Background: an optimization exercise with open tools, aiming at small area and a short achievable clock period. Do not read the settings as production practice. The RTL was checked by simulation tests, not by an equivalence proof against the original design. Power figures rest on the tool's default switching activity, not on a simulated workload. The clock port is modelled as an ideal driver; clocking choices that lean on that would not hold on a real chip.

job 7974:
## voice_recorder_top
module voice_recorder_top
(
  input  logic           clock,
  input  logic           reset,
  input  logic           sample_strobe,
  input  voice_recorder_pkg::sample_t        mic_sample,
  input  voice_recorder_pkg::buttons_t       buttons,
  output voice_recorder_pkg::sample_t        audio_out,
  output voice_recorder_pkg::volume_t        volume,
  output logic           codec_reset_b,
  output voice_recorder_pkg::codec_command_t command
);
  logic playback;
  logic [5:0] slot;
  button_debouncer i_playback_debouncer (
    .clock (clock),
    .reset (reset),
    .noisy (buttons.playback),
    .clean (playback)
  );
  volume_control i_volume_control (
    .clock  (clock),
    .reset  (reset),
    .up     (buttons.up),
    .down   (buttons.down),
    .volume (volume)
  );
  codec_control i_codec_control (
    .clock         (clock),
    .reset         (reset),
    .sample_strobe (sample_strobe),
    .volume        (volume),
    .slot          (slot),
    .codec_reset_b (codec_reset_b),
    .command       (command)
  );
  recorder i_recorder (
    .clock         (clock),
    .reset         (reset),
    .sample_strobe (sample_strobe),
    .mic_sample    (mic_sample),
    .playback      (playback),
    .audio_out     (audio_out),
    .slot          (slot)
  );
endmodule
export LEC_CHECK = 0
export CAP_MARGIN = 20
export CORE_MARGIN = 2
export CORE_UTILIZATION = 50
export CTS_CLUSTER_DIAMETER = 80
export CTS_CLUSTER_SIZE = 30
export SLEW_MARGIN = 20
create_clock -name core_clock -period 10.0 [get_ports {clock}]
standard.sh (not shown) runs the stock make flow with config.mk's settings and CLKGATE_MAP_FILE= SYNTH_SCRIPT=/design/flow/synth_recipe.tcl, a recipe that flattens the netlist after the stock synthesis.
==> flow/flow/run.sh <==
#!/bin/bash
# Standard ORFS layout with buf_4 port buffers and a setup repair target tighter than the clock.
set -euo pipefail
bash standard.sh \
  BUFFER_PORTS_ARGS="-buffer_cell sky130_fd_sc_hd__buf_4" \
  SETUP_SLACK_MARGIN=6.8 \
  finish > standard.log 2>&1
Changes in job 8644 relative to job 7974:
==> flow/flow/run.sh <==
#!/bin/bash
# Standard ORFS layout with buf_4 port buffers, a setup repair target tighter than the
# clock, and clock tree synthesis without dummy balancing loads.
set -euo pipefail
bash standard.sh \
  BUFFER_PORTS_ARGS="-buffer_cell sky130_fd_sc_hd__buf_4" \
  SETUP_SLACK_MARGIN=6.6 \
  CTS_ARGS="-sink_clustering_enable -repair_clock_nets -sink_clustering_size 34 -sink_clustering_max_diameter 80 -dont_use_dummy_load" \
  finish > standard.log 2>&1
--- outcome ---
- Job 8644: no failed stages, no open violations at the end
- From job 7974 to job 8644 the numbers moved as follows: endpoint arrival time on the critical path has decreased, internal portion of total power has decreased.
- Highest signal layer in the routed design: met4 -> job 8644, met5 -> job 7974
- Compared with job 7974, in job 8644 footprint of the flip-flops and latches saw little to no change, count of fill cells added during filler insertion picked up an extra 1.2%, sum of routed wire length over all layers grew by 0.81%.
Here is what was changed in the inputs of job 6042 compared with job 8644.
diff --git a/flow/flow/run.sh b/flow/flow/run.sh
--- a/flow/flow/run.sh
+++ b/flow/flow/run.sh
@@ -8 +8 @@
-  CTS_ARGS="-sink_clustering_enable -repair_clock_nets -sink_clustering_size 34 -sink_clustering_max_diameter 80 -dont_use_dummy_load" \
+  CTS_ARGS="-sink_clustering_enable -repair_clock_nets -sink_clustering_size 30 -sink_clustering_max_diameter 80 -dont_use_dummy_load" \
## What came out
Between job 6042 and job 8644, portion of total power attributed to sequential cells is lower for job 6042, job 8644 comes in above that.
Compared with job 8644, in job 6042 minimum period implied by the final worst setup slack saw an increase, via count saw an increase, final design instance area without fill saw an increase.
Note that the count of instances resized after the clock tree is built recorded for job 6042 amounts to 1.14 times the value seen in job 8644.
On worst hold slack, job 6042 and job 8644 are neck and neck.
Summary of the comparison: worst setup slack is lower in job 6042, relative to job 8644.
Summary of job 6042 over job 8644: non-clock buffer count increased 2, maximum frequency closely matched the old numbers.
Job 6042 has completed all stages; timing, DRC and antenna checks passed.

* * *

voice_recorder_top, a different RTL version from the one above (not shown whole).
For scale: about 8,700 cells after synthesis, ~7,300 flip-flops, roughly 53 I/O pins.
clock: 10.0 ns
lec_check: 0
abc_area: 1
cap_margin: 20
core_margin: 2
core_utilization: 50
cts_cluster_diameter: 80
cts_cluster_size: 30
slew_margin: 20
==> flow/flow/run.sh <==
#!/bin/bash
# Standard ORFS layout with buf_4 port buffers, a setup repair target tighter than the
# clock, and clock tree synthesis without dummy balancing loads.
set -euo pipefail
bash standard.sh \
  BUFFER_PORTS_ARGS="-buffer_cell sky130_fd_sc_hd__buf_4" \
  SETUP_SLACK_MARGIN=6.6 \
  CTS_ARGS="-sink_clustering_enable -repair_clock_nets -sink_clustering_size 36 -sink_clustering_max_diameter 80 -dont_use_dummy_load" \
  finish > standard.log 2>&1
The baseline passed the timing, design-rule and antenna checks.
Change:
--- a/flow/flow/run.sh
+++ b/flow/flow/run.sh
@@ -7,3 +7,3 @@
   SETUP_SLACK_MARGIN=6.6 \
-  CTS_ARGS="-sink_clustering_enable -repair_clock_nets -sink_clustering_size 36 -sink_clustering_max_diameter 80 -dont_use_dummy_load" \
+  CTS_ARGS="-sink_clustering_enable -repair_clock_nets -sink_clustering_size 30 -sink_clustering_max_diameter 80 -dont_use_dummy_load" \
   finish > standard.log 2>&1
ABC_AREA = not set   (was 1)
Effect: The new run ran to the end with no violations; critical path depth stays the same; maximum frequency is higher by 0.96%; sequential power stays flat; die area stays flat; cell area is higher by 0.87%; clock power is higher by about 9%.
Change:
--- a/flow/flow/run.sh
+++ b/flow/flow/run.sh
@@ -7,3 +7,3 @@
   SETUP_SLACK_MARGIN=6.6 \
-  CTS_ARGS="-sink_clustering_enable -repair_clock_nets -sink_clustering_size 30 -sink_clustering_max_diameter 80 -dont_use_dummy_load" \
+  CTS_ARGS="-sink_clustering_enable -repair_clock_nets -sink_clustering_size 34 -sink_clustering_max_diameter 80 -dont_use_dummy_load" \
   finish > standard.log 2>&1
ABC_AREA = 1   (was not set)
=> Routed wire length is lower by 0.83%. Die area stays flat. First-iteration DRC count is higher by 7.6%. Area after synthesis is about the same. Synthesized cell count is higher by 5.1%. Core utilization is lower by 0.28 points.

==> afterwards: timing with drivers on the ports <==
Ports are ideal in the flow. The routed layouts listed here were re-timed in OpenROAD.
Step 1: set_driving_cell puts a clkbuf_16 on clock and a buf_2 on each other input, an assumption about the parent block.
Step 2 times the ports against the registers' clock, not the clock port: input delays grow and output delays shrink by t, the midpoint of the rising clock arrivals with the driver on.
Slacks: no drivers / after step 1 / after step 2; pairs: no drivers / after step 1.
run | shift t [ns] | setup WS [ns] | worst setup path at the end | latest minus earliest clock arrival (ns) | slew at the worst register clock pin (ns)
job 7974 | 0.982 | 6.610 / 6.519 / 6.166 | input to register | 0.075 / 0.075 | 0.11 / 0.11
job 8644 | 0.929 | 6.645 / 6.552 / 6.119 | input to register | 0.145 / 0.145 | 0.12 / 0.12
job 6042 | 0.930 | 6.640 / 6.548 / 6.166 | input to register | 0.136 / 0.137 | 0.11 / 0.11
the first run of note 2 | 0.965 | 6.594 / 6.505 / 5.935 | input to register | 0.191 / 0.191 | 0.12 / 0.12
the second run of note 2 | 0.957 | 6.627 / 6.536 / 5.976 | input to register | 0.115 / 0.116 | 0.11 / 0.11
the third run of note 2 | 0.936 | 6.659 / 6.569 / 5.960 | input to register | 0.119 / 0.119 | 0.12 / 0.12
After both steps setup and hold are still met in every run listed. For the third run of note 2, which loses most, drivers alone change the setup slack by -0.090 ns; drivers and shift together by -0.699 ns.
